Context: an optimization exercise on an open-source flow, tuned for a short achievable clock period and few clock cycles. The choices shown serve that exercise and are no tape-out recipe. Function was not checked in any run shown here: the RTL went through the layout flow alone. Power and IR drop assume default switching activity.

$ cat flow/design.v
`default_nettype none
package rvIsaPkg;
    typedef enum logic [6:0] {
        opcOp     = 7'b0110011,
        opcOpImm  = 7'b0010011,
        opcLoad   = 7'b0000011,
        opcStore  = 7'b0100011,
        opcBranch = 7'b1100011
    } opcode_t;
    localparam logic [2:0] funct3Add = 3'b000;  
    localparam logic [2:0] funct3Xor = 3'b100;
    localparam logic [2:0] funct3Or  = 3'b110;
    localparam logic [2:0] funct3And = 3'b111;
    localparam logic [2:0] funct3Beq = 3'b000;
    localparam logic [2:0] funct3Bne = 3'b001;
    localparam logic [2:0] funct3Ld  = 3'b011;  
    localparam logic [6:0] funct7Sub = 7'b0100000;
    localparam int opcodeLsb = 0;
    localparam int rdLsb     = 7;
    localparam int funct3Lsb = 12;
    localparam int rs1Lsb    = 15;
    localparam int rs2Lsb    = 20;
    localparam int funct7Lsb = 25;
endpackage
`default_nettype wire
`default_nettype none
package corePkg;
    localparam int xlen     = 64;
    localparam int regAddrW = 5;
    localparam int instW    = 32;
    localparam logic [xlen-1:0] resetPc = 64'h0000_0000_8000_0000;
    localparam int icIdxW  = 6;                  
    localparam int icTagLo = 3 + icIdxW;         
    localparam int icTagHi = 15;                 
    localparam int icPfWin = 40;                 
    localparam int btbIdxW = 5;
    localparam int btbTagW = 6;
    localparam int dcWays  = 8;
    localparam int dcWayW  = 3;
    localparam int mqDepth = 4;
    localparam int mqPtrW  = 2;
    localparam int iqDepth = 4;
    localparam int fwdM0 = 0;    
    localparam int fwdM1 = 1;    
    localparam int fwdW0 = 2;    
    localparam int fwdW1 = 3;    
endpackage
`default_nettype wire
`timescale 1ns/1ps
`default_nettype none
module instDecoder (
    input  logic [corePkg::instW-1:0]    inst,
    output logic [corePkg::regAddrW-1:0] rs1,
    output logic [corePkg::regAddrW-1:0] rs2,
    output logic [corePkg::regAddrW-1:0] rd,
    output logic [corePkg::xlen-1:0]     immI,
    output logic [corePkg::xlen-1:0]     immS,
    output logic [corePkg::xlen-1:0]     immB,
    output logic                         isAlu,     
    output logic                         useImm,    
    output logic [1:0]                   aluFn,     
    output logic                         aluSub,
    output logic                         isLoad,
    output logic                         isStore,
    output logic                         isBranch,
    output logic                         branchNe,
    output logic                         reads1,
    output logic                         reads2,
    output logic                         writes
);
    logic [6:0] opcode;
    logic [2:0] funct3;
    logic [6:0] funct7;
    logic       isOp;
    logic       isAddi;
    assign opcode = inst[6:0];
    assign funct3 = inst[14:12];
    assign funct7 = inst[31:25];
    assign rs1    = inst[19:15];
    assign rs2    = inst[24:20];
    assign rd     = inst[11:7];
    assign immI = {{52{inst[31]}}, inst[31:20]};
    assign immS = {{52{inst[31]}}, inst[31:25], inst[11:7]};
    assign immB = {{52{inst[31]}}, inst[7], inst[30:25], inst[11:8], 1'b0};
    assign isOp     = opcode == rvIsaPkg::opcOp &&
                      (funct3 == 3'b000 || funct3 == 3'b100 || funct3 == 3'b110 || funct3 == 3'b111);
    assign isAddi   = opcode == rvIsaPkg::opcOpImm && funct3 == 3'b000;
    assign isLoad   = opcode == rvIsaPkg::opcLoad && funct3 == 3'b011 && rd != '0;
    assign isStore  = opcode == rvIsaPkg::opcStore && funct3 == 3'b011;
    assign isBranch = opcode == rvIsaPkg::opcBranch && funct3[2:1] == 2'b00;
    assign branchNe = funct3[0];
    assign isAlu  = (isOp || isAddi) && rd != '0;
    assign useImm = isAddi;
    assign aluSub = funct7 == 7'b0100000 && funct3 == 3'b000 && !isAddi;
    assign aluFn  = isAddi ? 2'd0 :
                    funct3 == 3'b100 ? 2'd1 :
                    funct3 == 3'b110 ? 2'd2 :
                    funct3 == 3'b111 ? 2'd3 : 2'd0;
    assign reads1 = (isAlu || isLoad || isStore || isBranch) && rs1 != '0;
    assign reads2 = ((isOp && rd != '0) || isStore || isBranch) && rs2 != '0;
    assign writes = isAlu || isLoad;
endmodule
`default_nettype wire
`timescale 1ns/1ps
`default_nettype none
module regFile (
    input  logic                         clk,
    input  logic                         rstn,
    input  logic [3:0][4:0]              rdAddr,
    input  logic [2:0]                   wrEn,
    input  logic [2:0][4:0]              wrAddr,
    input  logic [2:0][63:0]             wrData,
    output logic [3:0][63:0]             rdData
);
    logic [63:0] regs [1:31];
    logic [31:1] written;
    always_ff @(posedge clk or negedge rstn) begin
        if (!rstn) begin
            written <= '0;
        end else begin
            for (int i = 1; i < 32; i++) begin
                for (int p = 0; p < 3; p++) begin
                    if (wrEn[p] && wrAddr[p] == 5'(i)) written[i] <= 1'b1;
                end
            end
        end
    end
    always_ff @(posedge clk) begin
        for (int i = 1; i < 32; i++) begin
            for (int p = 0; p < 3; p++) begin
                if (wrEn[p] && wrAddr[p] == 5'(i)) regs[i] <= wrData[p];
            end
        end
    end
    always_comb begin
        for (int r = 0; r < 4; r++) begin
            rdData[r] = '0;
            for (int i = 1; i < 32; i++) begin
                if (rdAddr[r] == 5'(i) && written[i]) rdData[r] = regs[i];
            end
            for (int p = 0; p < 3; p++) begin
                if (rdAddr[r] != '0 && wrEn[p] && wrAddr[p] == rdAddr[r]) rdData[r] = wrData[p];
            end
        end
    end
endmodule
`default_nettype wire
`timescale 1ns/1ps
`default_nettype none
module hazardUnit (
    input  logic [1:0][4:0] dRs1,
    input  logic [1:0][4:0] dRs2,
    input  logic [1:0][4:0] dRd,
    input  logic [1:0] dReads1,
    input  logic [1:0] dReads2,
    input  logic [1:0] dWrites,
    input  logic [1:0] eV,
    input  logic [1:0] eAlu,       
    input  logic [1:0] eLd,
    input  logic [1:0][4:0] eRd,
    input  logic [1:0] mV,
    input  logic [1:0] mWr,        
    input  logic [1:0][4:0] mRd,
    output logic [1:0][3:0] sel1,
    output logic [1:0][3:0] sel2,
    output logic [1:0] loadUse,
    output logic       dep
);
    function automatic logic [3:0] pick(input logic rd, input logic [4:0] rs);
        logic [3:0] s;
        s = '0;
        if (rd) begin
            if (eV[1] && eAlu[1] && eRd[1] == rs) s[corePkg::fwdM1] = 1'b1;
            else if (eV[0] && eAlu[0] && eRd[0] == rs) s[corePkg::fwdM0] = 1'b1;
            else if (mV[1] && mWr[1] && mRd[1] == rs) s[corePkg::fwdW1] = 1'b1;
            else if (mV[0] && mWr[0] && mRd[0] == rs) s[corePkg::fwdW0] = 1'b1;
        end
        pick = s;
    endfunction
    function automatic logic ldHit(input logic [4:0] r);
        ldHit = (eV[0] && eLd[0] && eRd[0] == r) || (eV[1] && eLd[1] && eRd[1] == r);
    endfunction
    for (genvar k = 0; k < 2; k++) begin : g_slot
        assign sel1[k]    = pick(dReads1[k], dRs1[k]);
        assign sel2[k]    = pick(dReads2[k], dRs2[k]);
        assign loadUse[k] = (dReads1[k] && ldHit(dRs1[k])) || (dReads2[k] && ldHit(dRs2[k])) ||
                            (dWrites[k] && ldHit(dRd[k]));
    end
    assign dep = dWrites[0] && ((dReads1[1] && dRs1[1] == dRd[0]) ||
                                (dReads2[1] && dRs2[1] == dRd[0]) ||
                                (dWrites[1] && dRd[1] == dRd[0]));
endmodule
`default_nettype wire
`timescale 1ns/1ps
`default_nettype none
module execUnit (
    input  logic [corePkg::xlen-1:0] opA,
    input  logic [corePkg::xlen-1:0] opB,
    input  logic [1:0]               aluFn,
    input  logic                     aluSub,
    output logic [corePkg::xlen-1:0] result,
    output logic                     equal
);
    logic [corePkg::xlen-1:0] sum;
    assign sum = aluSub ? opA - opB : opA + opB;
    always_comb begin
        case (aluFn)
            2'd1:    result = opA ^ opB;
            2'd2:    result = opA | opB;
            2'd3:    result = opA & opB;
            default: result = sum;
        endcase
    end
    assign equal = opA == opB;
endmodule
`default_nettype wire
`timescale 1ns/1ps
`default_nettype none
module memArbiter (
    input  logic                       clk,
    input  logic                       rstn,
    input  logic                       memReady,
    input  logic [corePkg::xlen-1:0]   memRdData,
    output logic                       memRdEn,
    output logic                       memWrEn,
    output logic [corePkg::xlen-1:0]   memAddr,
    output logic [corePkg::xlen-1:0]   memWrData,
    output logic                       memSize,
    input  logic                       enq,
    input  logic                       enqStore,
    input  logic [corePkg::xlen-1:0]   enqAddr,
    input  logic [corePkg::xlen-1:0]   enqData,
    input  logic [4:0]                 enqRd,
    input  logic                       enqFill,
    input  logic [corePkg::dcWayW-1:0] enqWay,
    output logic                       mqFull,
    input  logic                       fetchWant,
    input  logic                       fetchDemand,
    input  logic [63:3]                fetchLine,
    output logic                       fetchIssued,
    output logic                       fetchBusy,     
    output logic [63:3]                fetchBusyLine,
    output logic                       icFill,        
    output logic                       retValid,
    output logic [4:0]                 retRd,
    output logic [corePkg::xlen-1:0]   retData,
    output logic                       retFill,
    output logic [corePkg::dcWayW-1:0] retWay,
    output logic [4:0]                 nextRetRd      
);
    localparam int D = corePkg::mqDepth;
    localparam int W = corePkg::mqPtrW;
    logic                       qStore [0:D-1];
    logic [corePkg::xlen-1:0]   qAddr  [0:D-1];
    logic [corePkg::xlen-1:0]   qData  [0:D-1];
    logic [4:0]                 qRd    [0:D-1];
    logic                       qFill  [0:D-1];
    logic [corePkg::dcWayW-1:0] qWay   [0:D-1];
    logic [W-1:0]               head, tail;
    logic [W:0]                 count;
    logic                       reqFetch, reqLoad;
    logic [4:0]                 reqRd;
    logic                       reqFill;
    logic [corePkg::dcWayW-1:0] reqWay;
    logic busy, canIssue, headValid, pickFetch, pickQueue, pickBypass, pop, bypass;
    logic dataAvail, dataStore;
    assign busy      = memRdEn || memWrEn;
    assign canIssue  = !busy || memReady;
    assign headValid = count != '0;
    assign mqFull    = count == (W+1)'(D);
    assign dataAvail  = headValid || enq;
    assign dataStore  = headValid ? qStore[head] : enqStore;
    assign pickFetch  = fetchWant && (!dataAvail || (fetchDemand && dataStore && !mqFull));
    assign pickQueue  = headValid && !pickFetch;
    assign pickBypass = !headValid && enq && !pickFetch;
    assign pop         = canIssue && pickQueue;
    assign bypass      = canIssue && pickBypass;
    assign fetchIssued = canIssue && pickFetch;
    assign fetchBusy     = busy && reqFetch;
    assign fetchBusyLine = memAddr[63:3];
    assign icFill        = memReady && reqFetch;
    always_ff @(posedge clk or negedge rstn) begin
        if (!rstn) begin
            memRdEn  <= 1'b0;
            memWrEn  <= 1'b0;
            reqFetch <= 1'b0;
            reqLoad  <= 1'b0;
            head     <= '0;
            tail     <= '0;
            count    <= '0;
            retValid <= 1'b0;
        end else begin
            retValid <= memReady && reqLoad;
            if (canIssue) begin
                memRdEn  <= pickFetch || (pickQueue && !qStore[head]) || (pickBypass && !enqStore);
                memWrEn  <= (pickQueue && qStore[head]) || (pickBypass && enqStore);
                reqFetch <= pickFetch;
                reqLoad  <= (pickQueue && !qStore[head]) || (pickBypass && !enqStore);
            end
            if (pop) head <= head + 1'b1;
            if (enq && !bypass) tail <= tail + 1'b1;
            count <= count + ((enq && !bypass) ? 1'b1 : 1'b0) - (pop ? 1'b1 : 1'b0);
        end
    end
    always_ff @(posedge clk) begin
        if (canIssue) begin
            if (pickFetch) begin
                memAddr <= {fetchLine, 3'b000};
            end else if (pickBypass) begin
                memAddr <= enqAddr;
            end else begin
                memAddr <= qAddr[head];
            end
            memWrData <= pickBypass ? enqData : qData[head];
            reqRd     <= pickBypass ? enqRd : qRd[head];
            reqFill   <= pickBypass ? enqFill : qFill[head];
            reqWay    <= pickBypass ? enqWay : qWay[head];
        end
        if (enq) begin
            qStore[tail] <= enqStore;
            qAddr[tail]  <= enqAddr;
            qData[tail]  <= enqData;
            qRd[tail]    <= enqRd;
            qFill[tail]  <= enqFill;
            qWay[tail]   <= enqWay;
        end
        if (memReady) begin
            retData <= memRdData;
        end
        retRd   <= reqRd;
        retFill <= reqFill;
        retWay  <= reqWay;
    end
    assign memSize   = 1'b1;
    assign nextRetRd = reqRd;
endmodule
`default_nettype wire
`timescale 1ns/1ps
`default_nettype none
module cpuCore (
    input  logic                     clk,
    input  logic                     rstn,
    input  logic                     memReady,
    input  logic [corePkg::xlen-1:0] memRdData,
    output logic                     memRdEn,
    output logic                     memWrEn,
    output logic [corePkg::xlen-1:0] memAddr,
    output logic [corePkg::xlen-1:0] memWrData,
    output logic                     memSize  
);
    localparam int IW  = corePkg::icIdxW;
    localparam int ICE = 1 << IW;
    localparam int TLO = corePkg::icTagLo;
    localparam int THI = corePkg::icTagHi;
    localparam int NW  = corePkg::dcWays;
    localparam int WW  = corePkg::dcWayW;
    localparam int BI  = corePkg::btbIdxW;
    localparam int BE  = 1 << BI;
    localparam int BT  = corePkg::btbTagW;
    localparam int QN  = corePkg::iqDepth;
    localparam int M0  = corePkg::fwdM0;
    localparam int M1  = corePkg::fwdM1;
    localparam int W0  = corePkg::fwdW0;
    localparam int W1  = corePkg::fwdW1;
    logic [63:2]     pc;
    logic [63:0]     icData [0:ICE-1];
    logic [THI:TLO]  icTag  [0:ICE-1];
    logic [ICE-1:0]  icValid;
    logic [63:THI+1] icRegion;
    logic [THI:3]    fL1;         
    logic            fCross;      
    logic [IW-1:0]   fIx0, fIx1;
    logic            fRegionOk, fH0, fH1;
    logic [63:0]     fD0, fD1;
    logic [31:0]     fI0, fI1;
    assign fL1       = pc[THI:3] + 1'b1;
    assign fCross    = &pc[THI:3];
    assign fIx0      = pc[IW+2:3];
    assign fIx1      = fL1[IW+2:3];
    assign fRegionOk = icRegion == pc[63:THI+1];
    assign fH0       = icValid[fIx0] && icTag[fIx0] == pc[THI:TLO] && fRegionOk;
    assign fH1       = icValid[fIx1] && icTag[fIx1] == fL1[THI:TLO] && fRegionOk && !fCross;
    assign fD0       = icData[fIx0];
    assign fD1       = icData[fIx1];
    assign fI0       = pc[2] ? fD0[63:32] : fD0[31:0];
    assign fI1       = pc[2] ? fD1[31:0] : fD0[63:32];
    logic [BE-1:0]    btbV;
    logic [BT-1:0]    btbTag [0:BE-1];
    logic [13:2]      btbTgt [0:BE-1];
    logic [1:0]       btbCtr [0:BE-1];
    logic [BI+BT+1:2] fPcLo1;
    logic [BI-1:0]    fBi0, fBi1;
    logic             fB0Hit, fB0T, fB1Hit, fB1T;
    logic             fV0, fV1;
    logic [63:2]      fNext;
    assign fPcLo1 = pc[BI+BT+1:2] + 1'b1;
    assign fBi0   = pc[BI+1:2];
    assign fBi1   = fPcLo1[BI+1:2];
    assign fB0Hit = btbV[fBi0] && btbTag[fBi0] == pc[BI+BT+1:BI+2];
    assign fB1Hit = btbV[fBi1] && btbTag[fBi1] == fPcLo1[BI+BT+1:BI+2];
    assign fB0T   = fB0Hit && btbCtr[fBi0][1];
    assign fB1T   = fB1Hit && btbCtr[fBi1][1];
    assign fV0    = fH0;
    assign fV1    = fH0 && (pc[2] ? fH1 : 1'b1) && !fB0T;
    assign fNext  = fB0T ? {pc[63:14], btbTgt[fBi0]} :
                    (fV1 && fB1T) ? {pc[63:14], btbTgt[fBi1]} :
                    fV1 ? pc + 62'd2 : pc + 62'd1;
    logic [31:0] qInst [0:QN-1];
    logic [63:2] qPc   [0:QN-1];
    logic        qBHit [0:QN-1];
    logic        qBT   [0:QN-1];
    logic [13:2] qBTgt [0:QN-1];
    logic [1:0]  qBCtr [0:QN-1];
    logic [2:0]  qCount;
    logic [1:0]       dV;
    logic [1:0][4:0] dRs1;
    logic [1:0][4:0] dRs2;
    logic [1:0][4:0] dRd;
    logic [1:0][63:0] dImmI;
    logic [1:0][63:0] dImmS;
    logic [1:0][63:0] dImmB;
    logic [1:0]       dIsAlu, dUseImm, dAluSub, dIsLoad, dIsStore, dIsBranch, dBne;
    logic [1:0]       dReads1, dReads2, dWrites;
    logic [1:0][1:0] dAluFn;
    logic [1:0][63:2] dTarget;
    logic [1:0][63:2] dAlt;
    logic [1:0][63:2] dRedirTgt;
    logic [1:0]       dPredT, dFollowOk, dRedir, dCarry14;
    logic [1:0][13:2] dTgtLow;
    for (genvar k = 0; k < 2; k++) begin : g_dec
        instDecoder u_instDecoder (
            .inst(qInst[k]), .rs1(dRs1[k]), .rs2(dRs2[k]), .rd(dRd[k]),
            .immI(dImmI[k]), .immS(dImmS[k]), .immB(dImmB[k]),
            .isAlu(dIsAlu[k]), .useImm(dUseImm[k]), .aluFn(dAluFn[k]), .aluSub(dAluSub[k]),
            .isLoad(dIsLoad[k]), .isStore(dIsStore[k]), .isBranch(dIsBranch[k]),
            .branchNe(dBne[k]), .reads1(dReads1[k]), .reads2(dReads2[k]), .writes(dWrites[k])
        );
        assign dV[k]       = qCount > 3'(k);
        assign dTarget[k]  = qPc[k] + dImmB[k][63:2];
        assign dPredT[k]   = dIsBranch[k] && (qBHit[k] ? qBCtr[k][1] : dImmB[k][63]);
        assign dAlt[k]     = dPredT[k] ? qPc[k] + 62'd1 : dTarget[k];
        assign {dCarry14[k], dTgtLow[k]} = {1'b0, qPc[k][13:2]} + {1'b0, dImmB[k][13:2]};
        assign dFollowOk[k] = qBT[k] && dTgtLow[k] == qBTgt[k] && dCarry14[k] == dImmB[k][63];
        assign dRedir[k]    = (dPredT[k] && !dFollowOk[k]) || (!dIsBranch[k] && qBT[k]);
        assign dRedirTgt[k] = dPredT[k] ? dTarget[k] : qPc[k] + 62'd1;
    end
    logic [1:0]  eV, eAlu, eLd, eSt, eBr, eBne, ePredT, eSub, eR1, eRB, eRSd, eBHit;
    logic [1:0][1:0] eAluFn;
    logic [1:0][4:0] eRs1;
    logic [1:0][4:0] eRs2;
    logic [1:0][4:0] eRd;
    logic [1:0][63:0] eA;
    logic [1:0][63:0] eB;
    logic [1:0][63:0] eSd;
    logic [1:0][3:0] eSelA;
    logic [1:0][3:0] eSelB;
    logic [1:0][3:0] eSelSd;
    logic [1:0][63:2] eAlt;
    logic [1:0][1:0] eBCtr;
    logic [1:0][BI+BT+1:2] ePcLo;
    logic [1:0][13:2] eTgtLo;
    logic [1:0]  mV, mAlu, mLd;
    logic [1:0][4:0] mRd;
    logic [1:0][63:0] mRes;
    logic        mMemV, mMemLd, mMemSt, mMemSlot;
    logic [4:0]  mMemRd;
    logic [63:0] mSd, mAddr;
    logic [1:0]  wWr;
    logic [1:0][4:0] wRd;
    logic [1:0][63:0] wRes;
    logic          retValid, retFill;
    logic [4:0]    retRd;
    logic [63:0]   retData;
    logic [WW-1:0] retWay;
    logic [31:0] pending;  
    logic [4:0]  nextRetRd;
    logic [1:0]  eRm1, eRm2, eRmD;  
    logic [3:0][4:0]  rfRa;
    logic [3:0][63:0] rfRd;
    logic [2:0]       rfWe;
    logic [2:0][4:0]  rfWa;
    logic [2:0][63:0] rfWd;
    assign rfRa = {dRs2[1], dRs1[1], dRs2[0], dRs1[0]};
    assign rfWe = {retValid, wWr[1], wWr[0]};
    assign rfWa = {retRd, wRd[1], wRd[0]};
    assign rfWd = {retData, wRes[1], wRes[0]};
    regFile u_regFile (
        .clk(clk), .rstn(rstn), .rdAddr(rfRa), .wrEn(rfWe), .wrAddr(rfWa), .wrData(rfWd),
        .rdData(rfRd)
    );
    logic [1:0] dLuse, dMem;
    logic       dDep, iss0, iss1, dRedirect, eAdv;
    logic [63:2] dRedirTarget;
    logic [1:0][3:0] dSel1;
    logic [1:0][3:0] dSel2;
    hazardUnit u_hazardUnit (
        .dRs1(dRs1), .dRs2(dRs2), .dRd(dRd),
        .dReads1(dReads1), .dReads2(dReads2), .dWrites(dWrites),
        .eV(eV), .eAlu(eAlu), .eLd(eLd), .eRd(eRd),
        .mV(mV), .mWr(mAlu | mLd), .mRd(mRd),
        .sel1(dSel1), .sel2(dSel2), .loadUse(dLuse), .dep(dDep)
    );
    assign dMem = dIsLoad | dIsStore;
    assign iss0 = dV[0] && eAdv && !dLuse[0];
    assign iss1 = iss0 && dV[1] && !dLuse[1] && !dDep && !(dMem[0] && dMem[1]) &&
                  !(dIsBranch[0] && dIsBranch[1]) && !dRedir[0];
    assign dRedirect    = (iss0 && dRedir[0]) || (iss1 && dRedir[1]);
    assign dRedirTarget = (iss0 && dRedir[0]) ? dRedirTgt[0] : dRedirTgt[1];
    logic [1:0]  retHit1, retHit2, retHitD, eq, taken, wait_, mis;
    logic [1:0][63:0] opA;
    logic [1:0][63:0] opB;
    logic [1:0][63:0] opSd;
    logic [1:0][63:0] alu;
    logic        eStall, mStall, eRedirect, mqFull;
    logic [63:2] eRedirTarget;
    function automatic logic [63:0] operand(input logic useRet, input logic [3:0] sel,
                                            input logic [63:0] regVal, input logic [63:0] ret,
                                            input logic [63:0] m0, input logic [63:0] m1,
                                            input logic [63:0] w0, input logic [63:0] w1);
        if (useRet) operand = ret;
        else if (sel[corePkg::fwdM0]) operand = m0;
        else if (sel[corePkg::fwdM1]) operand = m1;
        else if (sel[corePkg::fwdW0]) operand = w0;
        else if (sel[corePkg::fwdW1]) operand = w1;
        else operand = regVal;
    endfunction
    for (genvar k = 0; k < 2; k++) begin : g_ex
        assign retHit1[k] = retValid && eRm1[k];
        assign retHit2[k] = retValid && eRm2[k];
        assign retHitD[k] = retValid && eRmD[k];
        assign opA[k]  = operand(eR1[k] && retHit1[k], eSelA[k], eA[k], retData,
                                 mRes[0], mRes[1], wRes[0], wRes[1]);
        assign opB[k]  = operand(eRB[k] && retHit2[k], eSelB[k], eB[k], retData,
                                 mRes[0], mRes[1], wRes[0], wRes[1]);
        assign opSd[k] = operand(eRSd[k] && retHit2[k], eSelSd[k], eSd[k], retData,
                                 mRes[0], mRes[1], wRes[0], wRes[1]);
        execUnit u_execUnit (
            .opA(opA[k]), .opB(opB[k]), .aluFn(eAluFn[k]), .aluSub(eSub[k]),
            .result(alu[k]), .equal(eq[k])
        );
        assign taken[k] = eBne[k] ? !eq[k] : eq[k];
        assign wait_[k] = eV[k] && (
                          (eR1[k] && pending[eRs1[k]] && !retHit1[k]) ||
                          ((eRB[k] || eRSd[k]) && pending[eRs2[k]] && !retHit2[k]) ||
                          ((eAlu[k] || eLd[k]) && pending[eRd[k]] && !retHitD[k]));
        assign mis[k] = eV[k] && eBr[k] && (taken[k] != ePredT[k]);
    end
    assign eStall       = |wait_;
    assign mStall       = mMemV && mqFull;
    assign eAdv         = !mStall && !eStall;
    assign eRedirect    = eAdv && (mis[0] || mis[1]);
    assign eRedirTarget = mis[0] ? eAlt[0] : eAlt[1];
    logic          bSlot, bResolve, bTaken, bHit;
    logic [1:0]    bCtr;
    logic [BI-1:0] bIdx;
    assign bSlot    = !(eV[0] && eBr[0]);
    assign bResolve = eAdv && ((eV[0] && eBr[0]) || (eV[1] && eBr[1] && !mis[0]));
    assign bTaken   = taken[bSlot];
    assign bHit     = eBHit[bSlot];
    assign bCtr     = eBCtr[bSlot];
    assign bIdx     = ePcLo[bSlot][BI+1:2];
    logic          uValid, uTaken, uHit;
    logic [1:0]    uCtr;
    logic [BI-1:0] uIdx;
    logic [BT-1:0] uTag;
    logic [13:2]   uTgt;
    always_ff @(posedge clk or negedge rstn) begin
        if (!rstn) begin
            btbV   <= '0;
            uValid <= 1'b0;
        end else begin
            uValid <= bResolve;
            if (uValid && (uHit || uTaken)) begin
                btbV[uIdx] <= 1'b1;
            end
        end
    end
    always_ff @(posedge clk) begin
        uTaken <= bTaken;
        uHit   <= bHit;
        uCtr   <= bCtr;
        uIdx   <= bIdx;
        uTag   <= ePcLo[bSlot][BI+BT+1:BI+2];
        uTgt   <= eTgtLo[bSlot];
        if (uValid) begin
            if (uHit) begin
                if (uTaken && uCtr != 2'b11) btbCtr[uIdx] <= uCtr + 1'b1;
                if (!uTaken && uCtr != 2'b00) btbCtr[uIdx] <= uCtr - 1'b1;
            end else if (uTaken) begin
                btbCtr[uIdx] <= 2'b10;
                btbTag[uIdx] <= uTag;
                btbTgt[uIdx] <= uTgt;
            end
        end
    end
    logic [63:3]   dcTag  [0:NW-1];
    logic [63:0]   dcData [0:NW-1];
    logic [NW-1:0] dcV, dcP;      
    logic [WW-1:0] dcPtr;
    logic [NW-1:0] dcHitVec;
    logic          dcHitValid, dcHitPend, dcHitAny;
    logic [63:0]   dcRdData;
    logic          mGo, enq;
    assign mAddr = mMemSlot ? mRes[1] : mRes[0];
    always_comb begin
        dcRdData = '0;
        for (int i = 0; i < NW; i++) begin
            dcHitVec[i] = (dcV[i] || dcP[i]) && dcTag[i] == mAddr[63:3];
            if (dcHitVec[i] && dcV[i]) dcRdData = dcRdData | dcData[i];
        end
    end
    assign dcHitValid = |(dcHitVec & dcV);
    assign dcHitPend  = |(dcHitVec & dcP);
    assign dcHitAny   = |dcHitVec;
    assign mGo = !mStall;
    assign enq = mGo && mMemV && (mMemSt || (mMemLd && !dcHitValid));
    always_ff @(posedge clk or negedge rstn) begin
        if (!rstn) begin
            dcV   <= '0;
            dcP   <= '0;
            dcPtr <= '0;
        end else begin
            if (retValid && retFill && dcP[retWay]) begin
                dcV[retWay] <= 1'b1;
                dcP[retWay] <= 1'b0;
            end
            if (mGo && mMemV && mMemSt) begin
                if (dcHitAny) begin
                    dcV <= dcV | dcHitVec;
                    dcP <= dcP & ~dcHitVec;
                end else begin
                    dcV[dcPtr] <= 1'b1;
                    dcP[dcPtr] <= 1'b0;
                    dcPtr      <= dcPtr + 1'b1;
                end
            end else if (mGo && mMemV && mMemLd && !dcHitValid && !dcHitPend) begin
                dcV[dcPtr] <= 1'b0;
                dcP[dcPtr] <= 1'b1;
                dcPtr      <= dcPtr + 1'b1;
            end
        end
    end
    always_ff @(posedge clk) begin
        if (retValid && retFill && dcP[retWay]) begin
            dcData[retWay] <= retData;
        end
        for (int i = 0; i < NW; i++) begin
            if (mGo && mMemV && mMemSt && (dcHitAny ? dcHitVec[i] : dcPtr == WW'(i))) begin
                dcData[i] <= mSd;
            end
            if (mGo && mMemV && ((mMemSt && !dcHitAny) || (mMemLd && !dcHitValid && !dcHitPend)) &&
                dcPtr == WW'(i)) begin
                dcTag[i] <= mAddr[63:3];
            end
        end
    end
    logic        fetchWant, fetchDemand, fetchIssued, fetchBusy, icFill;
    logic [63:3] fetchBusyLine;
    logic [63:3] pfLine;
    memArbiter u_memArbiter (
        .clk(clk), .rstn(rstn), .memReady(memReady), .memRdData(memRdData),
        .memRdEn(memRdEn), .memWrEn(memWrEn), .memAddr(memAddr),
        .memWrData(memWrData), .memSize(memSize),
        .enq(enq), .enqStore(mMemSt), .enqAddr(mAddr), .enqData(mSd), .enqRd(mMemRd),
        .enqFill(!dcHitPend), .enqWay(dcPtr), .mqFull(mqFull),
        .fetchWant(fetchWant), .fetchDemand(fetchDemand), .fetchLine(pfLine),
        .fetchIssued(fetchIssued), .fetchBusy(fetchBusy), .fetchBusyLine(fetchBusyLine),
        .icFill(icFill),
        .retValid(retValid), .retRd(retRd), .retData(retData), .retFill(retFill), .retWay(retWay),
        .nextRetRd(nextRetRd)
    );
    logic [IW-1:0] pfIdx;
    logic          pfPresent, pfInflight, pfInWin, pcInflight;
    logic [7:0]    pfDist, pfDistE, pfDistD;
    logic          pfKeepE, pfKeepD;
    assign pfIdx      = pfLine[IW+2:3];
    assign pfPresent  = icValid[pfIdx] && icTag[pfIdx] == pfLine[THI:TLO] &&
                        icRegion == pfLine[63:THI+1];
    assign pfInflight = fetchBusy && fetchBusyLine == pfLine;
    assign pcInflight = fetchBusy && fetchBusyLine == pc[63:3];
    assign pfDist     = pfLine[10:3] - pc[10:3];
    assign pfInWin    = pfDist < 8'(corePkg::icPfWin);
    assign fetchWant  = pfInWin && !pfPresent && !pfInflight;
    assign fetchDemand = pfLine == pc[63:3];
    assign pfDistE = pfLine[10:3] - eRedirTarget[10:3];
    assign pfDistD = pfLine[10:3] - dRedirTarget[10:3];
    assign pfKeepE = !pfDistE[7];
    assign pfKeepD = !pfDistD[7];
    always_ff @(posedge clk or negedge rstn) begin
        if (!rstn) begin
            pfLine <= corePkg::resetPc[63:3];
        end else if (eRedirect) begin
            if (!pfKeepE) pfLine <= eRedirTarget[63:3];
        end else if (dRedirect) begin
            if (!pfKeepD) pfLine <= dRedirTarget[63:3];
        end else if (fetchIssued || (pfInWin && (pfPresent || pfInflight))) begin
            pfLine <= pfLine + 1'b1;
        end else if (!fH0 && !pcInflight && pfLine != pc[63:3]) begin
            pfLine <= pc[63:3];
        end
    end
    logic [IW-1:0] fillIdx;
    assign fillIdx = fetchBusyLine[IW+2:3];
    always_ff @(posedge clk or negedge rstn) begin
        if (!rstn) begin
            icValid  <= '0;
            icRegion <= corePkg::resetPc[63:THI+1];
        end else if (icFill) begin
            if (icRegion != fetchBusyLine[63:THI+1]) begin
                icRegion <= fetchBusyLine[63:THI+1];
                icValid  <= '0;
            end
            icValid[fillIdx] <= 1'b1;
        end
    end
    always_ff @(posedge clk) begin
        if (icFill) begin
            icData[fillIdx] <= memRdData;
            icTag[fillIdx]  <= fetchBusyLine[THI:TLO];
        end
    end
    logic       fFire;
    logic [1:0] pop, pushN;
    logic [2:0] qLeft;
    assign fFire = fV0 && qCount <= 3'(QN - 2) && !eRedirect && !dRedirect;
    assign pop   = {1'b0, iss0} + {1'b0, iss1};
    assign pushN = fFire ? (fV1 ? 2'd2 : 2'd1) : 2'd0;
    assign qLeft = qCount - {1'b0, pop};
    always_ff @(posedge clk or negedge rstn) begin
        if (!rstn) begin
            pc     <= corePkg::resetPc[63:2];
            qCount <= '0;
        end else if (eRedirect) begin
            pc     <= eRedirTarget;
            qCount <= '0;
        end else if (dRedirect) begin
            pc     <= dRedirTarget;
            qCount <= '0;
        end else begin
            if (fFire) pc <= fNext;
            qCount <= qLeft + {1'b0, pushN};
        end
    end
    always_ff @(posedge clk) begin
        for (int i = 0; i < QN; i++) begin
            if (3'(i) + {1'b0, pop} < qCount) begin
                if (i + 1 < QN && pop == 2'd1) begin
                    qInst[i] <= qInst[(i+1) % QN];
                    qPc[i]   <= qPc[(i+1) % QN];
                    qBHit[i] <= qBHit[(i+1) % QN];
                    qBT[i]   <= qBT[(i+1) % QN];
                    qBTgt[i] <= qBTgt[(i+1) % QN];
                    qBCtr[i] <= qBCtr[(i+1) % QN];
                end else if (i + 2 < QN && pop == 2'd2) begin
                    qInst[i] <= qInst[(i+2) % QN];
                    qPc[i]   <= qPc[(i+2) % QN];
                    qBHit[i] <= qBHit[(i+2) % QN];
                    qBT[i]   <= qBT[(i+2) % QN];
                    qBTgt[i] <= qBTgt[(i+2) % QN];
                    qBCtr[i] <= qBCtr[(i+2) % QN];
                end
            end else if (3'(i) == qLeft) begin
                qInst[i] <= fI0;
                qPc[i]   <= pc;
                qBHit[i] <= fB0Hit;
                qBT[i]   <= fB0T;
                qBTgt[i] <= btbTgt[fBi0];
                qBCtr[i] <= btbCtr[fBi0];
            end else if (3'(i) == qLeft + 3'd1) begin
                qInst[i] <= fI1;
                qPc[i]   <= pc + 62'd1;
                qBHit[i] <= fB1Hit;
                qBT[i]   <= fB1T;
                qBTgt[i] <= btbTgt[fBi1];
                qBCtr[i] <= btbCtr[fBi1];
            end
        end
    end
    logic [1:0] issue;
    logic       memSlotE;
    assign issue    = {iss1, iss0};
    assign memSlotE = !(eV[0] && (eLd[0] || eSt[0]));
    always_ff @(posedge clk or negedge rstn) begin
        if (!rstn) begin
            eV      <= '0;
            mV      <= '0;
            mMemV   <= 1'b0;
            wWr     <= '0;
            pending <= '0;
        end else begin
            if (eAdv) begin
                eV <= eRedirect ? 2'b00 : issue;
            end
            if (!mStall) begin
                mV[0] <= eV[0] && eAdv;
                mV[1] <= eV[1] && eAdv && !mis[0];
                mMemV <= eAdv && ((eV[0] && (eLd[0] || eSt[0])) ||
                                  (eV[1] && (eLd[1] || eSt[1]) && !mis[0]));
            end
            for (int k = 0; k < 2; k++) begin
                wWr[k] <= mGo && mV[k] && (mAlu[k] || (mLd[k] && dcHitValid));
            end
            if (retValid) pending[retRd] <= 1'b0;
            if (mGo && mMemV && mMemLd && !dcHitValid) pending[mMemRd] <= 1'b1;
        end
    end
    always_ff @(posedge clk) begin
        for (int k = 0; k < 2; k++) begin
            if (eAdv) begin
                eAlu[k]   <= dIsAlu[k];
                eLd[k]    <= dIsLoad[k];
                eSt[k]    <= dIsStore[k];
                eBr[k]    <= dIsBranch[k];
                eBne[k]   <= dBne[k];
                ePredT[k] <= dPredT[k];
                eAluFn[k] <= dAluFn[k];
                eSub[k]   <= dAluSub[k];
                eRs1[k]   <= dRs1[k];
                eRs2[k]   <= dRs2[k];
                eRd[k]    <= dRd[k];
                eR1[k]    <= dReads1[k];
                eRB[k]    <= dReads2[k] && !dIsStore[k];
                eRSd[k]   <= dReads2[k] && dIsStore[k];
                eA[k]     <= rfRd[2*k];
                eB[k]     <= dIsStore[k] ? dImmS[k] : (dUseImm[k] || dIsLoad[k]) ? dImmI[k] : rfRd[2*k+1];
                eSd[k]    <= rfRd[2*k+1];
                eSelA[k]  <= dSel1[k];
                eSelB[k]  <= dIsStore[k] ? 4'b0000 : dSel2[k];
                eSelSd[k] <= dIsStore[k] ? dSel2[k] : 4'b0000;
                eAlt[k]   <= dAlt[k];
                eBHit[k]  <= qBHit[k];
                eBCtr[k]  <= qBCtr[k];
                ePcLo[k]  <= qPc[k][BI+BT+1:2];
                eTgtLo[k] <= dTarget[k][13:2];
                eRm1[k]   <= nextRetRd == dRs1[k];
                eRm2[k]   <= nextRetRd == dRs2[k];
                eRmD[k]   <= nextRetRd == dRd[k];
            end else begin
                eRm1[k]   <= nextRetRd == eRs1[k];
                eRm2[k]   <= nextRetRd == eRs2[k];
                eRmD[k]   <= nextRetRd == eRd[k];
                eA[k]     <= opA[k];
                eB[k]     <= opB[k];
                eSd[k]    <= opSd[k];
                eSelA[k]  <= 4'b0000;
                eSelB[k]  <= 4'b0000;
                eSelSd[k] <= 4'b0000;
            end
            if (!mStall) begin
                mAlu[k] <= eAlu[k];
                mLd[k]  <= eLd[k];
                mRd[k]  <= eRd[k];
                mRes[k] <= alu[k];
            end
            wRd[k]  <= mRd[k];
            wRes[k] <= mLd[k] ? dcRdData : mRes[k];
        end
        if (!mStall) begin
            mMemLd   <= memSlotE ? eLd[1] : eLd[0];
            mMemSt   <= memSlotE ? eSt[1] : eSt[0];
            mMemRd   <= memSlotE ? eRd[1] : eRd[0];
            mMemSlot <= memSlotE;
            mSd      <= memSlotE ? opSd[1] : opSd[0];
        end
    end
endmodule
`default_nettype wire
$ cat flow/flow/run.sh
#!/bin/bash
# The standard layout, with timing repair aimed further below the clock
# period than config.mk's settings allow. The make log goes to flow_make.log;
# each ORFS step also keeps its own log under orfs/logs.
set -euo pipefail
bash standard.sh SETUP_SLACK_MARGIN=6.4 finish > flow_make.log 2>&1
$ cat flow/standard.sh
#!/bin/bash
# synth_recipe.tcl (not shown) runs the flow's synth.tcl, then flattens the netlist and writes it again
# the make line also repeats each setting of config.mk as NAME=value (left out here)
make -C /OpenROAD-flow-scripts/flow DESIGN_CONFIG=/design/flow/config.mk WORK_HOME=/design/flow/orfs CLKGATE_MAP_FILE= SYNTH_SCRIPT=/design/flow/synth_recipe.tcl "${@:-finish}"
$ cat flow/config.mk
export PLATFORM = sky130hd
export DESIGN_NAME = cpuCore
export DESIGN_NICKNAME = cpuCore
export VERILOG_FILES = /design/flow/design.v
export SDC_FILE = /design/flow/constraint.sdc
export NUM_CORES = 8
export LEC_CHECK = 0
export CAP_MARGIN = 20
export CORE_MARGIN = 2
export CORE_UTILIZATION = 55
export PLACE_DENSITY = 0.68
export SETUP_SLACK_MARGIN = 5
export SLEW_MARGIN = 20
export TNS_END_PERCENT = 5
$ cat flow/constraint.sdc
create_clock -name core_clock -period 10.0 [get_ports {clk}]
set_input_delay 2.0000 -clock core_clock [delete_from_list [all_inputs] [get_ports {clk}]]
set_output_delay 2.0000 -clock core_clock [all_outputs]
set_load 0.01 [all_outputs]
==> summary.txt, run 1 <==
The run stopped with a tool error. It got as far as clock tree synthesis (4_1_cts) and failed there. The tool reported: "[ERROR DPL-0033] detailed placement checks failed during check placement". The quantity of I/O buffers inserted on ports was 196; the deepest clock path buffer count was 6. The deepest level of the CTS H-tree is 7, and the number of I/O pins is 198.

Synthesis produced a netlist with a net count of 50980. The mean instance size in the synthesized netlist was 11.91 um2. The vertical die dimension is 1048 um.

The width of the chip was 1048 um. The run gives 1.078 as the final weighted congestion in routability-driven placement. The tools report the clock root buffer master as clkbuf_16.

Summing the sequential cell areas from Yosys gives 52.64% of the chip area. The distinct cell type count of the synthesized netlist was 106. The tools report the synthesized cell area as 599400 um2. The initialized floorplan defines 383 standard-cell rows. The tools report the post-DP HPWL as 2106000 um. Once the clock tree was built, the resizer swapped 1416 gates to a different size. Hold repair after CTS inserted 0 buffers. In this run, CTS created clock tree buffers numbering 1251. CTS saw 10770 sinks. The most used flip-flop cell after synthesis is edfxtp_1.

The worst setup timing slack at the placement stage came out at 1623 ps. The logs give 20 for the count of warnings emitted by yosys and 421 for the setup fix buffers added after clock tree synthesis. Of all flip-flops after synthesis, the portion carrying an async set or reset was 3.456%.

The number of flip-flops and latches in the synthesized netlist was 10770. The synthesized instance count was 50330. The number of enable flip-flop cells after synthesis works out to 9805. The run gives 55.15% as the effective utilization at floorplan.
## cells in the mapped netlist, drive strengths merged (614+ instances only)
cell | count | area, um2
edfxtp | 9805 | 294400
nor2 | 5384 | 20220
a21oi | 4472 | 22380
clkbuf | 4048 | 15230
mux2i | 3157 | 31740
mux4 | 2936 | 66120
nand2 | 2770 | 10400
o21ai | 2685 | 13440
a22oi | 1287 | 9662
xnor2 | 1101 | 9643
o22ai | 1046 | 6550
buf | 1029 | 4304
nand3 | 879 | 4399
mux2 | 811 | 9133
inv | 671 | 2519
nor3 | 614 | 3073
## cell families after synthesis
group / count (synthesis) / share of synthesized area [%]
compound gates: 13130 / 13.75
simple gates: 11520 / 8.400
flops: 10770 / 52.64
mux: 6904 / 17.85
buf+inv: 5756 / 3.685
xor+xnor: 1664 / 2.448
fa+ha+maj: 587 / 1.237
other cells: 1 / 0.0006256
## power groups by stage
stage	registers (W)	clock network [W]	logic (W)
detailed placement	0.0676	0	0.117
floorplan	0.0631	0	0.0697
global placement	0.0675	0	0.114
## through the flow
| step | area [um2] | hold WS [ps] | util [%] | cells | total power (W) |
|---|---|---|---|---|---|
| after detailed placement | 621900 | 328.9 | 57.22 | 61930 | 0.1847 |
| after global placement | 621500 | 332.7 | 57.18 | 61910 | 0.1820 |
| after floorplan | 599700 | 323.3 | - | 50330 | 0.1328 |
## how the worst min path moves through the flow
stage,cells after the start,from,to,slack (ps)
global placement,0,u_memArbiter.reqWay[0],u_memArbiter.retWay[0],330
floorplan,0,u_memArbiter.reqFill,u_memArbiter.retFill,320
detailed placement,0,u_memArbiter.reqWay[1],u_memArbiter.retWay[1],330
==> run 2: changes to the inputs <==
--- a/flow/config.mk
+++ b/flow/config.mk
@@ -9,4 +9,6 @@
 export CORE_MARGIN = 2
-export CORE_UTILIZATION = 55
-export PLACE_DENSITY = 0.68
+export CORE_UTILIZATION = 60
+export CTS_CLUSTER_DIAMETER = 150
+export CTS_CLUSTER_SIZE = 50
+export PLACE_DENSITY = 0.72
 export SETUP_SLACK_MARGIN = 5
==> summary.txt, run 2 <==
It got as far as detailed placement (3_5_place_dp) and failed there. The run stopped with a tool error. The post-DP HPWL is 2194000 um (+4.2%). The tools report the share of the yosys chip area belonging to registers as 52.64% (unchanged). The synthesized cell area is 599400 um2 (unchanged), and the number of standard-cell rows in the floorplan is 367 (-4.2%). The main flop type after synthesis was edfxtp_1. The final weighted congestion in routability-driven placement was 1.131 (+4.9%); the share of flip-flops with an asynchronous set or reset was 3.456% (unchanged).

Yosys attributes the largest share of cell area to edfxtp_1 (49%), mux4_2 (11%), mux2i_1 (5.2%), a21oi_1 (3.7%), nor2_1 (3.4%). The number of enable flip-flop cells after synthesis was 9805 (unchanged). The synthesized instance count is 50330 (unchanged).

The mean instance size in the synthesized netlist was 11.91 um2 (unchanged); the distinct cell type count of the synthesized netlist was 106 (unchanged). The vertical die dimension is 1004 um (-4.2%), and the number of flip-flops and latches in the synthesized netlist is 10770 (unchanged). Most instantiated library cell after synthesis: edfxtp_1. The largest total area in the synthesized netlist belongs to edfxtp_1.

The run gives 50980 (unchanged) as the number of nets in the synthesized netlist. The area share of the largest cell type after synthesis is 49.12% (unchanged). The tool reported: "[ERROR DPL-0033] detailed placement checks failed during check placement". The quantity of I/O buffers inserted on ports works out to 196 (unchanged). The run gives 198 (unchanged) as the number of I/O pins. Ranked by instance count, the synthesized netlist is headed by edfxtp_1 (9805), nor2_1 (5383), a21oi_1 (4472).

The count of warnings emitted by yosys was 20 (unchanged); the width of the chip was 1004 um (-4.2%). The tools report the effective utilization at floorplan as 60.10% (+4.9 points).
-- run 2: cell counts after synthesis --
Identical to the previous run, type by type.
-- run 2: power groups by stage --
stage                   Sequential, W  Clock [W]  Combinational (W)
after global placement         0.0673          0              0.113
after floorplan                0.0631          0             0.0697
-- run 2: how the worst max path moves through the flow --
stage | startpoint | end | slack, ps | depth (start not counted)
global placement | eSelA[3] | pfLine[51] | 430 | 28
floorplan | eSelA[3] | pfLine[26] | 2890 | 29
-- run 2: logic make-up after synthesis --
| family | Yosys count | share of synthesized area (%) |
|---|---|---|
| flip-flops | 10770 | 52.64 |
| AO/OA/AOI/OAI | 13130 | 13.75 |
| buffers and inverters | 5756 | 3.685 |
| other | 1 | 0.0006256 |
| XOR/XNOR | 1664 | 2.448 |
| adder cells (fa/ha/maj) | 587 | 1.237 |
| multiplexers | 6904 | 17.85 |
| AND/OR/NAND/NOR | 11520 | 8.400 |
-- run 2: stage by stage --
stage	worst slack, ps	total power (W)	hold slack [ps]	cells	cell area, um2
floorplan	2887	0.1328	323.3	50330	599700
global placement	426.0	0.1803	329.8	60710	619200
==> run 3: changes to the inputs <==
--- a/flow/design.v
+++ b/flow/design.v
@@ -41,3 +41,3 @@
     localparam int mqPtrW  = 2;
-    localparam int iqDepth = 4;
+    localparam int iqDepth = 5;
     localparam int fwdM0 = 0;    
@@ -213,3 +213,3 @@
     end
-    assign equal = opA == opB;
+    assign equal = ~|(opA ^ opB);
 endmodule
@@ -407,9 +407,54 @@
                     fV1 ? pc + 62'd2 : pc + 62'd1;
-    logic [31:0] qInst [0:QN-1];
-    logic [63:2] qPc   [0:QN-1];
-    logic        qBHit [0:QN-1];
-    logic        qBT   [0:QN-1];
-    logic [13:2] qBTgt [0:QN-1];
-    logic [1:0]  qBCtr [0:QN-1];
-    logic [2:0]  qCount;
+    logic [31:0]   iqInst [0:QN-1];
+    logic [63:2]   iqPc   [0:QN-1];
+    logic [QN-1:0] iqBHit, iqBT;
+    logic [13:2]   iqBTgt [0:QN-1];
+    logic [1:0]    iqBCtr [0:QN-1];
+    logic [QN-1:0] iqDone;            
+    logic [QN-1:0] qHead, qTail;      
+    logic [2:0]    qCount;
+    logic [QN-1:0] qHead1, qTail1;
+    function automatic logic [QN-1:0] rotl(input logic [QN-1:0] p, input logic [1:0] n);
+        case (n)
+            2'd1:    rotl = {p[QN-2:0], p[QN-1]};
+            2'd2:    rotl = {p[QN-3:0], p[QN-1:QN-2]};
+            default: rotl = p;
+        endcase
+    endfunction
+    logic [1:0][31:0] qInst;
+    logic [1:0][63:2] qPc;
+    logic [1:0]       qBHit, qBT, qDone;
+    logic [1:0][13:2] qBTgt;
+    logic [1:0][1:0]  qBCtr;
+    assign qHead1 = rotl(qHead, 2'd1);
+    assign qTail1 = rotl(qTail, 2'd1);
+    always_comb begin
+        qInst = '0;
+        qPc   = '0;
+        qBHit = '0;
+        qBT   = '0;
+        qDone = '0;
+        qBTgt = '0;
+        qBCtr = '0;
+        for (int i = 0; i < QN; i++) begin
+            if (qHead[i]) begin
+                qInst[0] = qInst[0] | iqInst[i];
+                qPc[0]   = qPc[0] | iqPc[i];
+                qBHit[0] = qBHit[0] | iqBHit[i];
+                qBT[0]   = qBT[0] | iqBT[i];
+                qDone[0] = qDone[0] | iqDone[i];
+                qBTgt[0] = qBTgt[0] | iqBTgt[i];
+                qBCtr[0] = qBCtr[0] | iqBCtr[i];
+            end
+            if (qHead1[i]) begin
+                qInst[1] = qInst[1] | iqInst[i];
+                qPc[1]   = qPc[1] | iqPc[i];
+                qBHit[1] = qBHit[1] | iqBHit[i];
+                qBT[1]   = qBT[1] | iqBT[i];
+                qDone[1] = qDone[1] | iqDone[i];
+                qBTgt[1] = qBTgt[1] | iqBTgt[i];
+                qBCtr[1] = qBCtr[1] | iqBCtr[i];
+            end
+        end
+    end
     logic [1:0]       dV;
@@ -503,7 +548,10 @@
     assign dMem = dIsLoad | dIsStore;
+    logic dRedir0, dRedir1;
+    assign dRedir0      = dV[0] && dRedir[0] && !qDone[0];
+    assign dRedir1      = dV[1] && dRedir[1] && !qDone[1] && !dRedir0;
+    assign dRedirect    = dRedir0 || dRedir1;
+    assign dRedirTarget = dRedir0 ? dRedirTgt[0] : dRedirTgt[1];
     assign iss0 = dV[0] && eAdv && !dLuse[0];
     assign iss1 = iss0 && dV[1] && !dLuse[1] && !dDep && !(dMem[0] && dMem[1]) &&
-                  !(dIsBranch[0] && dIsBranch[1]) && !dRedir[0];
-    assign dRedirect    = (iss0 && dRedir[0]) || (iss1 && dRedir[1]);
-    assign dRedirTarget = (iss0 && dRedir[0]) ? dRedirTgt[0] : dRedirTgt[1];
+                  !(dIsBranch[0] && dIsBranch[1]) && !dRedir0;
     logic [1:0]  retHit1, retHit2, retHitD, eq, taken, wait_, mis;
@@ -519,8 +567,7 @@
                                             input logic [63:0] w0, input logic [63:0] w1);
-        if (useRet) operand = ret;
-        else if (sel[corePkg::fwdM0]) operand = m0;
-        else if (sel[corePkg::fwdM1]) operand = m1;
-        else if (sel[corePkg::fwdW0]) operand = w0;
-        else if (sel[corePkg::fwdW1]) operand = w1;
-        else operand = regVal;
+        logic [63:0] fwd;
+        fwd = ({64{sel[corePkg::fwdM0]}} & m0) | ({64{sel[corePkg::fwdM1]}} & m1) |
+              ({64{sel[corePkg::fwdW0]}} & w0) | ({64{sel[corePkg::fwdW1]}} & w1) |
+              ({64{sel == 4'b0000}} & regVal);
+        operand = useRet ? ret : fwd;
     endfunction
@@ -673,4 +720,4 @@
     logic          pfPresent, pfInflight, pfInWin, pcInflight;
-    logic [7:0]    pfDist, pfDistE, pfDistD;
-    logic          pfKeepE, pfKeepD;
+    logic [7:0]    pfDist;
+    logic          pfKeepE;
     assign pfIdx      = pfLine[IW+2:3];
@@ -684,6 +731,6 @@
     assign fetchDemand = pfLine == pc[63:3];
-    assign pfDistE = pfLine[10:3] - eRedirTarget[10:3];
-    assign pfDistD = pfLine[10:3] - dRedirTarget[10:3];
-    assign pfKeepE = !pfDistE[7];
-    assign pfKeepD = !pfDistD[7];
+    logic [7:0] pfDistE0, pfDistE1;
+    assign pfDistE0 = pfLine[10:3] - eAlt[0][10:3];
+    assign pfDistE1 = pfLine[10:3] - eAlt[1][10:3];
+    assign pfKeepE  = mis[0] ? !pfDistE0[7] : !pfDistE1[7];
     always_ff @(posedge clk or negedge rstn) begin
@@ -693,4 +740,2 @@
             if (!pfKeepE) pfLine <= eRedirTarget[63:3];
-        end else if (dRedirect) begin
-            if (!pfKeepD) pfLine <= dRedirTarget[63:3];
         end else if (fetchIssued || (pfInWin && (pfPresent || pfInflight))) begin
@@ -722,8 +767,7 @@
     logic       fFire;
-    logic [1:0] pop, pushN;
-    logic [2:0] qLeft;
-    assign fFire = fV0 && qCount <= 3'(QN - 2) && !eRedirect && !dRedirect;
-    assign pop   = {1'b0, iss0} + {1'b0, iss1};
-    assign pushN = fFire ? (fV1 ? 2'd2 : 2'd1) : 2'd0;
-    assign qLeft = qCount - {1'b0, pop};
+    logic [1:0] pop, pushN, keep;
+    assign fFire  = fV0 && qCount <= 3'(QN - 2) && !eRedirect && !dRedirect;
+    assign pop    = {1'b0, iss0} + {1'b0, iss1};
+    assign pushN  = fFire ? (fV1 ? 2'd2 : 2'd1) : 2'd0;
+    assign keep   = dRedir0 ? 2'd1 : 2'd2;    
     always_ff @(posedge clk or negedge rstn) begin
@@ -731,5 +775,10 @@
             pc     <= corePkg::resetPc[63:2];
+            qHead  <= QN'(1);
+            qTail  <= QN'(1);
             qCount <= '0;
+            iqDone <= '0;
         end else if (eRedirect) begin
             pc     <= eRedirTarget;
+            qHead  <= QN'(1);
+            qTail  <= QN'(1);
             qCount <= '0;
@@ -737,40 +786,34 @@
             pc     <= dRedirTarget;
-            qCount <= '0;
+            qHead  <= rotl(qHead, pop);
+            qTail  <= rotl(qHead, keep);
+            qCount <= {1'b0, keep} - {1'b0, pop};
+            if (dRedir0) iqDone <= iqDone | qHead;
+            else iqDone <= iqDone | qHead1;
         end else begin
             if (fFire) pc <= fNext;
-            qCount <= qLeft + {1'b0, pushN};
+            qHead  <= rotl(qHead, pop);
+            qTail  <= rotl(qTail, pushN);
+            qCount <= qCount - {1'b0, pop} + {1'b0, pushN};
+            if (fWrite) iqDone <= iqDone & ~qTail & ~(fV1 ? qTail1 : '0);
         end
     end
+    logic fWrite;
+    assign fWrite = fV0 && qCount <= 3'(QN - 2);
     always_ff @(posedge clk) begin
         for (int i = 0; i < QN; i++) begin
-            if (3'(i) + {1'b0, pop} < qCount) begin
-                if (i + 1 < QN && pop == 2'd1) begin
-                    qInst[i] <= qInst[(i+1) % QN];
-                    qPc[i]   <= qPc[(i+1) % QN];
-                    qBHit[i] <= qBHit[(i+1) % QN];
-                    qBT[i]   <= qBT[(i+1) % QN];
-                    qBTgt[i] <= qBTgt[(i+1) % QN];
-                    qBCtr[i] <= qBCtr[(i+1) % QN];
-                end else if (i + 2 < QN && pop == 2'd2) begin
-                    qInst[i] <= qInst[(i+2) % QN];
-                    qPc[i]   <= qPc[(i+2) % QN];
-                    qBHit[i] <= qBHit[(i+2) % QN];
-                    qBT[i]   <= qBT[(i+2) % QN];
-                    qBTgt[i] <= qBTgt[(i+2) % QN];
-                    qBCtr[i] <= qBCtr[(i+2) % QN];
-                end
-            end else if (3'(i) == qLeft) begin
-                qInst[i] <= fI0;
-                qPc[i]   <= pc;
-                qBHit[i] <= fB0Hit;
-                qBT[i]   <= fB0T;
-                qBTgt[i] <= btbTgt[fBi0];
-                qBCtr[i] <= btbCtr[fBi0];
-            end else if (3'(i) == qLeft + 3'd1) begin
-                qInst[i] <= fI1;
-                qPc[i]   <= pc + 62'd1;
-                qBHit[i] <= fB1Hit;
-                qBT[i]   <= fB1T;
-                qBTgt[i] <= btbTgt[fBi1];
-                qBCtr[i] <= btbCtr[fBi1];
+            if (fWrite && qTail[i]) begin
+                iqInst[i] <= fI0;
+                iqPc[i]   <= pc;
+                iqBHit[i] <= fB0Hit;
+                iqBT[i]   <= fB0T;
+                iqBTgt[i] <= btbTgt[fBi0];
+                iqBCtr[i] <= btbCtr[fBi0];
+            end
+            if (fWrite && fV1 && qTail1[i]) begin
+                iqInst[i] <= fI1;
+                iqPc[i]   <= pc + 62'd1;
+                iqBHit[i] <= fB1Hit;
+                iqBT[i]   <= fB1T;
+                iqBTgt[i] <= btbTgt[fBi1];
+                iqBCtr[i] <= btbCtr[fBi1];
             end
--- a/flow/config.mk
+++ b/flow/config.mk
@@ -9,6 +9,3 @@
 export CORE_MARGIN = 2
-export CORE_UTILIZATION = 60
-export CTS_CLUSTER_DIAMETER = 150
-export CTS_CLUSTER_SIZE = 50
-export PLACE_DENSITY = 0.72
+export CORE_UTILIZATION = 45
 export SETUP_SLACK_MARGIN = 5
==> summary.txt, run 3 <==
The commonest cells after synthesis are edfxtp_1 (9915), nand2_1 (3898), clkbuf_1 (3742). The number of I/O pins was 198 (unchanged). It got as far as global routing (5_1_grt) and failed there.

The number of enable flip-flop cells after synthesis is 9915 (+1.1%). The flow did not finish. The distinct cell type count of the synthesized netlist was 116 (+9.4%). The clock root buffer master is clkbuf_16.

The share of cell area taken by muxes after synthesis was 17.48% (-0.37 points). The complex-gate fraction of the synthesized area was 13.63% (-0.12 points). The clock net in this run drives a total of 10890 sinks.

Final weighted congestion in routability-driven placement: 1.106 (-2.3%). The quantity of I/O buffers inserted on ports is 196 (unchanged). The width of the chip was 1156 um (+15%). In the post-synthesis netlist, the biggest area contributors are edfxtp_1 (50%), mux4_2 (11%), mux2i_1 (4.6%), a22oi_1 (2.6%), o21ai_0 (2.5%).

For this run, the leading register cell type out of synthesis is edfxtp_1. For the number of standard-cell rows in the floorplan, the log shows 423 (+15%). In the post-synthesis netlist, the cell with the most instances is edfxtp_1. The run gives 11 (-45%) as the count of warnings emitted by yosys. The vertical die dimension works out to 1156 um (+15%).

The share of synthesized cell area in full adder, half adder and majority cells works out to 1.224% (-0.012 points). The tool reported: "[ERROR GRT-0232] Routing congestion too high. Check the congestion heatmap in the GUI". After synthesis, the largest family of logic cells by area is multiplexers. The total overflow left after global routing is 2. At the placement stage, the worst setup path has a slack of 1579 ps. The run gives 53.49% (+0.86 points) as the share of the yosys chip area belonging to registers. The logs give 2240000 um (+2.1%) for the post-DP HPWL and 0 for the number of hold buffers added after CTS.

Of all cell types, the one taking the most synthesized area is edfxtp_1. The tools report the number of buffers created by CTS as 1315. The effective utilization at floorplan was 45.06% (-15 points); the area share of the largest cell type after synthesis was 49.90% (+0.78 points).

In this run the number of H-tree levels came out at 7. The aggregate global-route resource usage is 49.93%. Mean instance size in the synthesized netlist: 12.39 um2 (+4.0%). The logs give 596700 um2 (-0.45%) for the synthesized cell area and 48160 (-4.3%) for the synthesized instance count. The share of flip-flops with an asynchronous set or reset is 3.554% (+0.098 points), and the number of nets in the synthesized netlist is 48810 (-4.3%).

Fraction of synthesized cell area in xor and xnor cells: 2.528% (+0.080 points). The number of flip-flops and latches in the synthesized netlist was 10890 (+1.2%); the pin count of the biggest net entering global routing was 120. The clock passes through at most 6 buffers. The basic-gate share of the synthesized area counting and, or, nand and nor cells was 7.909% (-0.49 points).
-- run 3: cell count changes after synthesis, moves of 275 or more --
cell      change
a21oi_1    -1901
a22oi_1     +751
clkbuf_1    -275
mux2i_1     -390
nand2_1    +1129
nand4_1     +314
nor2_1     -2354
o21ai_0     +303
-- run 3: kinds of logic after synthesis --
logic type / after synthesis
AND/OR/NAND/NOR: 10500
flip-flops: 10890
AO/OA/AOI/OAI: 12360
other: 1
adder cells (fa/ha/maj): 579
multiplexers: 6510
buffers and inverters: 5610
XOR/XNOR: 1715
-- run 3: timing repair --
item | 4_1_cts
buffers inserted | 967
resized for setup | 2795
cloned | 201
endpoints found under the setup margin | 12030
pin swaps | 523
-- run 3: worst max-delay path by stage --
stage                          startpoint         end  depth (start not counted)
floorplan           u_memArbiter.count[1]   qCount[2]                         17
global placement    u_memArbiter.retValid  pfLine[60]                         20
detailed placement               qHead[0]      eB[33]                         21
CTS                 u_memArbiter.retValid   mRes[126]                         29
-- run 3: layer usage --
layer  track usage [%]  GRT overflow
met2             69.36             1
met1             59.54             0
met4             38.23             1
met3             23.18             0
met5             5.804             0
-- run 3: metrics by stage --
step	instances	hold slack, ps	total power, W	area (um2)	utilization (%)
floorplan	48160	323.3	0.05649	597000	-
global placement	63500	331.7	0.06029	626200	47.29
detailed placement	63530	332.9	0.06041	626800	47.33
CTS	66980	345.8	0.1074	694300	52.43
-- run 3: power by group through the flow --
| stage | combinational [W] | clock, W | sequential [W] |
|---|---|---|---|
| global placement | 0.00831 | 0 | 0.0520 |
| floorplan | 0.00508 | 0 | 0.0514 |
| CTS | 0.00890 | 0.0475 | 0.0510 |
| detailed placement | 0.00843 | 0 | 0.0520 |
==> run 4: changes to the inputs <==
==> flow/run.sh (new file) <==
#!/bin/bash
# synth_recipe.tcl (not shown) runs the flow's synth.tcl, then flattens the netlist and writes it again
# the make line also repeats each setting of config.mk as NAME=value (left out here)
make -C /OpenROAD-flow-scripts/flow DESIGN_CONFIG=/design/flow/config.mk WORK_HOME=/design/flow/orfs CLKGATE_MAP_FILE= SYNTH_SCRIPT=/design/flow/synth_recipe.tcl finish
removed: flow/flow/run.sh
removed: flow/standard.sh
==> summary.txt, run 4 <==
The tree is rooted in a clkbuf_16. The number of enable flip-flop cells after synthesis works out to 9915 (unchanged). Yosys attributes the largest share of cell area to edfxtp_1 (50%), mux4_2 (11%), mux2i_1 (4.6%), a22oi_1 (2.6%), o21ai_0 (2.5%). The quantity of I/O buffers inserted on ports was 196 (unchanged). The number of I/O pins is 198 (unchanged).

The run stopped with a tool error. The area share of the largest cell type after synthesis came out at 49.90% (unchanged). The tools report the number of nets in the synthesized netlist as 48810 (unchanged). The effective utilization at floorplan was 45.06% (unchanged). The main flop type after synthesis is edfxtp_1. Number of standard-cell rows in the floorplan: 423 (unchanged). Share of flip-flops with an asynchronous set or reset: 3.554% (unchanged).

Across every metal layer, demand over resource in global routing totals 49.33%. Entering global routing, the biggest net connects 120 pins. Vertical die dimension: 1156 um (unchanged). By count the netlist is led by edfxtp_1 (9915), nand2_1 (3898), clkbuf_1 (3742). The synthesized instance count came out at 48160 (unchanged). The final weighted congestion in routability-driven placement was 1.106 (unchanged).

The synthesized design spends more area on one cell type than any other, namely edfxtp_1. The tools report the deepest level of the CTS H-tree as 7 (unchanged). The tools report the total congestion overflow after global routing as 3.

The tool reported: "[ERROR GRT-0232] Routing congestion too high. Check the congestion heatmap in the GUI". The logs give 53.49% (unchanged) for the share of the yosys chip area belonging to registers and 2240000 um (unchanged) for the post-DP HPWL. For the number of buffers created by CTS, the log shows 1315 (unchanged).

The most common cell in the synthesized netlist is edfxtp_1. The width of the chip was 1156 um (unchanged); the deepest clock path buffer count was 6 (unchanged). The run gives 116 (unchanged) as the distinct cell type count of the synthesized netlist. The number of clock sinks seen by CTS came out at 10890 (unchanged). The synthesized cell area was 596700 um2 (unchanged); the mean instance size in the synthesized netlist was 12.39 um2 (unchanged). The count of warnings emitted by yosys was 11 (unchanged). The stage where the run came to a stop is global routing (5_1_grt). The number of flip-flops and latches in the synthesized netlist is 10890 (unchanged).
## run 4: cell counts after synthesis
Identical to the previous run, type by type.
## run 4: worst min-delay path by stage
stage / startpoint / end / depth (start not counted)
2_1_floorplan: u_memArbiter.reqFill / u_memArbiter.retFill / 0
3_3_place_gp: u_memArbiter.reqWay[0] / u_memArbiter.retWay[0] / 0
3_5_place_dp: u_memArbiter.reqWay[0] / u_memArbiter.retWay[0] / 0
4_1_cts: u_memArbiter.reqWay[0] / u_memArbiter.retWay[0] / 0
## run 4: power by group through the flow
stage	logic, W	registers (W)	clock network, W
3_5_place_dp	0.00843	0.0520	0
4_1_cts	0.00882	0.0510	0.0475
2_1_floorplan	0.00508	0.0514	0
3_3_place_gp	0.00831	0.0520	0
## run 4: cells by family after synthesis
family,after synthesis,share of synthesized area [%]
mux,6510,17.48
xor+xnor,1715,2.528
flops,10890,53.49
other cells,1,0.0006284
simple gates,10500,7.909
fa+ha+maj,579,1.224
compound gates,12360,13.63
buf+inv,5610,3.741
## run 4: per-layer routing
| layer | GRT overflow | global-route usage (%) |
|---|---|---|
| met5 | 0 | 4.348 |
| met1 | 0 | 59.28 |
| met4 | 1 | 37.76 |
| met2 | 0 | 68.68 |
| met3 | 2 | 22.24 |
## run 4: timing repair
action | in CTS
resized for setup | 1989
gates cloned | 129
pin swaps | 364
endpoints found under the setup margin | 4604
hold buffers | 0
buffers inserted | 737
## run 4: stage by stage
step / area, um2 / setup slack [ps] / instances
after CTS: 686800 / 3241 / 66670
after detailed placement: 626800 / 1579 / 63530
after global placement: 626200 / 1156 / 63500
after floorplan: 597000 / 3373 / 48160
